What follows belongs to an exercise in optimizing a design on an open flow for small area; a production flow would make more cautious choices.

Design km_top, start of the top module:
module km_top (
  input  logic             clk,
  input  logic             rst,
  input  logic             i_cent_wr,
  input  logic [2-1:0]            i_cent_idx,
  input  logic [3*8-1:0]  i_cent_point,
  input  logic             i_valid,
  input  logic [3*8-1:0]  i_point,
  input  logic             i_clear,
  input  logic             i_rd_en,
  input  logic [2-1:0]            i_rd_idx,
  output logic             o_assign_valid,
  output logic [2-1:0]            o_assign_idx,
  output logic [18-1:0]           o_assign_dist,
  output logic [3*8-1:0]  o_assign_point,
  output logic             o_rd_valid,
  output logic [3*16-1:0]  o_rd_sum,
  output logic [9-1:0]          o_rd_count
);
  localparam int PW = 3*8;
  localparam int RW = 2 + 18;
  logic [3*PW-1:0]         cents_n;
  logic [3*18-1:0] dists;
  logic [2-1:0]            win_idx;
  logic [18-1:0]           win_dist;
  km_centroid_regs u_cent_regs (
    .clk          (clk),
    .rst          (rst),
    .i_cent_wr    (i_cent_wr),
    .i_cent_idx   (i_cent_idx),
    .i_cent_point (i_cent_point),
    .o_cents_n    (cents_n)
  );
  km_distance u_distance (
    .clk     (clk),
    .i_point (i_point),
    .i_cents_n (cents_n),
    .o_dists (dists)
  );
  km_argmin u_argmin (
    .i_dists (dists),
    .o_idx   (win_idx),
    .o_dist  (win_dist)
  );
  km_delay_line #(
    .WIDTH (RW),
    .DEPTH (6 - 1)
  ) u_result_dly (
    .clk    (clk),
    .i_data ({win_idx, win_dist}),
    .o_data ({o_assign_idx, o_assign_dist})
  );
  km_delay_line #(
    .WIDTH (PW),
    .DEPTH (6)
  ) u_point_dly (
    .clk    (clk),
    .i_data (i_point),
    .o_data (o_assign_point)
  );
  logic [6-2:0] valid_sr;
  always_ff @(posedge clk) begin
    if (rst) {o_assign_valid, valid_sr} <= '0;
    else     {o_assign_valid, valid_sr} <= {valid_sr, i_valid};
  end
  km_accumulator u_accumulator (
  ...
Size in the first run: about 600 flip-flops.
==> module km_centroid_regs, before the edit <==
module km_centroid_regs (
  input  logic                                     clk,
  input  logic                                     rst,
  input  logic                                     i_cent_wr,
  input  logic [2-1:0]                     i_cent_idx,
  input  logic [3*8-1:0]           i_cent_point,
  output logic [3*3*8-1:0] o_cents_n
);
  localparam int PW = 3*8;
  localparam logic [PW-1:0] CENT0_RST = {3{8'(0)}};
  localparam logic [PW-1:0] CENT1_RST = {3{8'(1)}};
  localparam logic [PW-1:0] CENT2_RST = {3{8'(2)}};
  logic [PW-1:0] wdata_n;
  assign wdata_n = ~i_cent_point | {PW{rst}};
  always_ff @(posedge clk) begin
    if (rst || (i_cent_wr && i_cent_idx == 2'd0)) o_cents_n[0*PW +: PW] <= wdata_n & ~(CENT0_RST & {PW{rst}});
    if (rst || (i_cent_wr && i_cent_idx == 2'd1)) o_cents_n[1*PW +: PW] <= wdata_n & ~(CENT1_RST & {PW{rst}});
    if (rst || (i_cent_wr && i_cent_idx == 2'd2)) o_cents_n[2*PW +: PW] <= wdata_n & ~(CENT2_RST & {PW{rst}});
  end
endmodule
==> module km_distance, before the edit <==
module km_distance (
  input  logic                                     clk,
  input  logic [3*8-1:0]           i_point,
  input  logic [3*3*8-1:0] i_cents_n,
  output logic [3*18-1:0]          o_dists
);
  localparam int DW = 8;
  localparam int PW = 3*8;
  localparam int SW = 18;
  logic [3*PW-1:0]       absdiff_d;
  logic [3*PW-1:0]       absdiff;
  for (genvar c = 0; c < 3; c++) begin : g_cent
    for (genvar d = 0; d < 3; d++) begin : g_dim
      km_absdiff u_absdiff (
        .i_a   (i_point[d*DW +: DW]),
        .i_bn  (i_cents_n[c*PW + d*DW +: DW]),
        .o_abs (absdiff_d[c*PW + d*DW +: DW])
      );
    end
    km_sqsum u_sqsum (
      .i_v    (absdiff[c*PW +: PW]),
      .o_dist (o_dists[c*SW +: SW])
    );
  end
  always_ff @(posedge clk) absdiff <= absdiff_d;
endmodule
==> module km_absdiff, before the edit <==
module km_absdiff (
  input  logic [7:0] i_a,
  input  logic [7:0] i_bn,
  output logic [7:0] o_abs
);
  wire s0;
  wire c0;
  km_ha u0 (.a(i_a[0]), .b(i_bn[0]), .s(s0), .co(c0));
  wire s1;
  wire c1;
  km_fa u1 (.a(i_a[1]), .b(i_bn[1]), .c(c0), .s(s1), .co(c1));
  wire s2;
  wire c2;
  km_fa u2 (.a(i_a[2]), .b(i_bn[2]), .c(c1), .s(s2), .co(c2));
  wire s3;
  wire c3;
  km_fa u3 (.a(i_a[3]), .b(i_bn[3]), .c(c2), .s(s3), .co(c3));
  wire s4;
  wire c4;
  km_fa u4 (.a(i_a[4]), .b(i_bn[4]), .c(c3), .s(s4), .co(c4));
  wire s5;
  wire c5;
  km_fa u5 (.a(i_a[5]), .b(i_bn[5]), .c(c4), .s(s5), .co(c5));
  wire s6;
  wire c6;
  km_fa u6 (.a(i_a[6]), .b(i_bn[6]), .c(c5), .s(s6), .co(c6));
  wire s7;
  wire c7;
  km_fa u7 (.a(i_a[7]), .b(i_bn[7]), .c(c6), .s(s7), .co(c7));
  wire [7:0] t = {s7, s6, s5, s4, s3, s2, s1, s0};
  wire gt = c7;
  wire [7:0] run;
  assign run[0] = 1'b1;
  for (genvar k = 1; k < 8; k++) begin : g_run
    assign run[k] = run[k-1] & t[k-1];
  end
  assign o_abs = ~(t ^ (~{8{gt}} | run));
endmodule
==> module km_top, before the edit <==
module km_top (
  input  logic             clk,
  input  logic             rst,
  input  logic             i_cent_wr,
  input  logic [2-1:0]            i_cent_idx,
  input  logic [3*8-1:0]  i_cent_point,
  input  logic             i_valid,
  input  logic [3*8-1:0]  i_point,
  input  logic             i_clear,
  input  logic             i_rd_en,
  input  logic [2-1:0]            i_rd_idx,
  output logic             o_assign_valid,
  output logic [2-1:0]            o_assign_idx,
  output logic [18-1:0]           o_assign_dist,
  output logic [3*8-1:0]  o_assign_point,
  output logic             o_rd_valid,
  output logic [3*16-1:0]  o_rd_sum,
  output logic [9-1:0]          o_rd_count
);
  localparam int PW = 3*8;
  localparam int RW = 2 + 18;
  logic [3*PW-1:0]         cents_n;
  logic [3*18-1:0] dists;
  logic [2-1:0]            win_idx;
  logic [18-1:0]           win_dist;
  km_centroid_regs u_cent_regs (
    .clk          (clk),
    .rst          (rst),
    .i_cent_wr    (i_cent_wr),
    .i_cent_idx   (i_cent_idx),
    .i_cent_point (i_cent_point),
    .o_cents_n    (cents_n)
  );
  km_distance u_distance (
    .clk     (clk),
    .i_point (i_point),
    .i_cents_n (cents_n),
    .o_dists (dists)
  );
  km_argmin u_argmin (
    .i_dists (dists),
    .o_idx   (win_idx),
    .o_dist  (win_dist)
  );
  km_delay_line #(
    .WIDTH (RW),
    .DEPTH (6 - 1)
  ) u_result_dly (
    .clk    (clk),
    .i_data ({win_idx, win_dist}),
    .o_data ({o_assign_idx, o_assign_dist})
  );
  km_delay_line #(
    .WIDTH (PW),
    .DEPTH (6)
  ) u_point_dly (
    .clk    (clk),
    .i_data (i_point),
    .o_data (o_assign_point)
  );
  logic [6-2:0] valid_sr;
  always_ff @(posedge clk) begin
    if (rst) {o_assign_valid, valid_sr} <= '0;
    else     {o_assign_valid, valid_sr} <= {valid_sr, i_valid};
  end
  km_accumulator u_accumulator (
    .clk         (clk),
    .rst         (rst),
    .i_clear     (i_clear),
    .i_acc_valid (o_assign_valid),
    .i_acc_idx   (o_assign_idx),
    .i_acc_point (o_assign_point),
    .i_rd_en     (i_rd_en),
    .i_rd_idx    (i_rd_idx),
    .o_rd_valid  (o_rd_valid),
    .o_rd_sum    (o_rd_sum),
    .o_rd_count  (o_rd_count)
  );
endmodule
Settings: LEC_CHECK=0, CAP_MARGIN=20, CORE_MARGIN=2, CORE_UTILIZATION=60, PLACE_DENSITY=0.7, SLEW_MARGIN=20, SYNTH_HIERARCHICAL=1, SYNTH_MINIMUM_KEEP_SIZE=0; clock period 7.0 ns.
standard.sh (not shown) runs the stock make flow with config.mk's settings and CLKGATE_MAP_FILE= SYNTH_SCRIPT=/design/flow/synth_recipe.tcl, a recipe that flattens the netlist after the stock synthesis.
==> flow/flow/run.sh <==
#!/bin/bash
# Own layout flow: the standard flow (standard.sh, unchanged synthesis and
# steps) with two steps' settings changed through the environment:
#  - port buffers are the smallest buffer cell (every port is still buffered)
#  - clock tree synthesis inserts no dummy loads and builds the tree from
#    small clock buffers, clustering at most 20 sinks within 60 um
# Each tool's full output goes to the ORFS logs under orfs/logs/, and the
# output of the whole make run to standard.log in this folder.
set -euo pipefail
export BUFFER_PORTS_ARGS="-buffer_cell sky130_fd_sc_hd__buf_1"
export CTS_ARGS="-sink_clustering_enable -repair_clock_nets -dont_use_dummy_load -buf_list {sky130_fd_sc_hd__clkbuf_4 sky130_fd_sc_hd__clkbuf_8} -sink_clustering_size 20 -sink_clustering_max_diameter 60"
bash standard.sh > standard.log 2>&1
Rerun with:
--- a/flow/design.v
+++ b/flow/design.v
@@ -6,5 +6,5 @@
   input  logic [2-1:0]                     i_cent_idx,
   input  logic [3*8-1:0]           i_cent_point,
-  output logic [3*3*8-1:0] o_cents_n
+  output logic [3*3*8-1:0] o_cents
 );
   localparam int PW = 3*8;
@@ -12,10 +12,10 @@
   localparam logic [PW-1:0] CENT1_RST = {3{8'(1)}};
   localparam logic [PW-1:0] CENT2_RST = {3{8'(2)}};
-  logic [PW-1:0] wdata_n;
-  assign wdata_n = ~i_cent_point | {PW{rst}};
+  logic [PW-1:0] wdata;
+  assign wdata = i_cent_point & {PW{~rst}};
   always_ff @(posedge clk) begin
-    if (rst || (i_cent_wr && i_cent_idx == 2'd0)) o_cents_n[0*PW +: PW] <= wdata_n & ~(CENT0_RST & {PW{rst}});
-    if (rst || (i_cent_wr && i_cent_idx == 2'd1)) o_cents_n[1*PW +: PW] <= wdata_n & ~(CENT1_RST & {PW{rst}});
-    if (rst || (i_cent_wr && i_cent_idx == 2'd2)) o_cents_n[2*PW +: PW] <= wdata_n & ~(CENT2_RST & {PW{rst}});
+    if (rst || (i_cent_wr && i_cent_idx == 2'd0)) o_cents[0*PW +: PW] <= wdata | (CENT0_RST & {PW{rst}});
+    if (rst || (i_cent_wr && i_cent_idx == 2'd1)) o_cents[1*PW +: PW] <= wdata | (CENT1_RST & {PW{rst}});
+    if (rst || (i_cent_wr && i_cent_idx == 2'd2)) o_cents[2*PW +: PW] <= wdata | (CENT2_RST & {PW{rst}});
   end
 endmodule
@@ -24,5 +24,5 @@
   input  logic                                     clk,
   input  logic [3*8-1:0]           i_point,
-  input  logic [3*3*8-1:0] i_cents_n,
+  input  logic [3*3*8-1:0] i_cents,
   output logic [3*18-1:0]          o_dists
 );
@@ -30,11 +30,13 @@
   localparam int PW = 3*8;
   localparam int SW = 18;
+  logic [PW-1:0]                 point_n;
   logic [3*PW-1:0]       absdiff_d;
   logic [3*PW-1:0]       absdiff;
+  assign point_n = ~i_point;
   for (genvar c = 0; c < 3; c++) begin : g_cent
     for (genvar d = 0; d < 3; d++) begin : g_dim
       km_absdiff u_absdiff (
-        .i_a   (i_point[d*DW +: DW]),
-        .i_bn  (i_cents_n[c*PW + d*DW +: DW]),
+        .i_c   (i_cents[c*PW + d*DW +: DW]),
+        .i_pn  (point_n[d*DW +: DW]),
         .o_abs (absdiff_d[c*PW + d*DW +: DW])
       );
@@ -48,32 +50,32 @@
 endmodule
 module km_absdiff (
-  input  logic [7:0] i_a,
-  input  logic [7:0] i_bn,
+  input  logic [7:0] i_c,
+  input  logic [7:0] i_pn,
   output logic [7:0] o_abs
 );
   wire s0;
   wire c0;
-  km_ha u0 (.a(i_a[0]), .b(i_bn[0]), .s(s0), .co(c0));
+  km_ha u0 (.a(i_c[0]), .b(i_pn[0]), .s(s0), .co(c0));
   wire s1;
   wire c1;
-  km_fa u1 (.a(i_a[1]), .b(i_bn[1]), .c(c0), .s(s1), .co(c1));
+  km_fa u1 (.a(i_c[1]), .b(i_pn[1]), .c(c0), .s(s1), .co(c1));
   wire s2;
   wire c2;
-  km_fa u2 (.a(i_a[2]), .b(i_bn[2]), .c(c1), .s(s2), .co(c2));
+  km_fa u2 (.a(i_c[2]), .b(i_pn[2]), .c(c1), .s(s2), .co(c2));
   wire s3;
   wire c3;
-  km_fa u3 (.a(i_a[3]), .b(i_bn[3]), .c(c2), .s(s3), .co(c3));
+  km_fa u3 (.a(i_c[3]), .b(i_pn[3]), .c(c2), .s(s3), .co(c3));
   wire s4;
   wire c4;
-  km_fa u4 (.a(i_a[4]), .b(i_bn[4]), .c(c3), .s(s4), .co(c4));
+  km_fa u4 (.a(i_c[4]), .b(i_pn[4]), .c(c3), .s(s4), .co(c4));
   wire s5;
   wire c5;
-  km_fa u5 (.a(i_a[5]), .b(i_bn[5]), .c(c4), .s(s5), .co(c5));
+  km_fa u5 (.a(i_c[5]), .b(i_pn[5]), .c(c4), .s(s5), .co(c5));
   wire s6;
   wire c6;
-  km_fa u6 (.a(i_a[6]), .b(i_bn[6]), .c(c5), .s(s6), .co(c6));
+  km_fa u6 (.a(i_c[6]), .b(i_pn[6]), .c(c5), .s(s6), .co(c6));
   wire s7;
   wire c7;
-  km_fa u7 (.a(i_a[7]), .b(i_bn[7]), .c(c6), .s(s7), .co(c7));
+  km_fa u7 (.a(i_c[7]), .b(i_pn[7]), .c(c6), .s(s7), .co(c7));
   wire [7:0] t = {s7, s6, s5, s4, s3, s2, s1, s0};
   wire gt = c7;
@@ -749,5 +751,5 @@
   localparam int PW = 3*8;
   localparam int RW = 2 + 18;
-  logic [3*PW-1:0]         cents_n;
+  logic [3*PW-1:0]         cents;
   logic [3*18-1:0] dists;
   logic [2-1:0]            win_idx;
@@ -759,10 +761,10 @@
     .i_cent_idx   (i_cent_idx),
     .i_cent_point (i_cent_point),
-    .o_cents_n    (cents_n)
+    .o_cents      (cents)
   );
   km_distance u_distance (
     .clk     (clk),
     .i_point (i_point),
-    .i_cents_n (cents_n),
+    .i_cents (cents),
     .o_dists (dists)
   );
Wire length shrinks by 1.2%.
Area after synthesis is higher by 0.37%.
Fmax goes down by 0.77%.
Non-clock buffer count falls by 9.
Setup slack loses 0.053 ns.
Via count goes down by 0.78%.
Clock skew shrinks by 0.034 ns.
Final area hardly moves.
Synthesized cell count came out higher by 0.99%.
Sequential share of layout area went down by 0.12 points.
Global-route usage came out lower by 0.43 points.
Utilization barely changes.
Function was not checked in any run of this note: the RTL went through the layout flow alone.

[port drivers added, routing unchanged]
The results above use ideal ports. As a check the final layouts listed here were re-extracted and re-timed, cells and wires unchanged. Step 1 assumes that a clkbuf_16 drives the clock port and a buf_2 every other input. Step 2 also shifts input and output timing later by t, the mid clock arrival at the registers, as if the neighbouring blocks saw the same clock. Slacks: ideal / step 1 / step 2; pairs: ideal / step 1.
run	t (ns)	slack for setup (ns)	worst hold slack (ns)	cell pins on the clock port's net
the first run	0.659	0.229 / 0.229 / 0.229	0.268 / 0.268 / 0.268	1
the second run	0.657	0.176 / 0.176 / 0.176	0.259 / 0.259 / 0.259	1
After both steps every run listed still meets setup and hold.
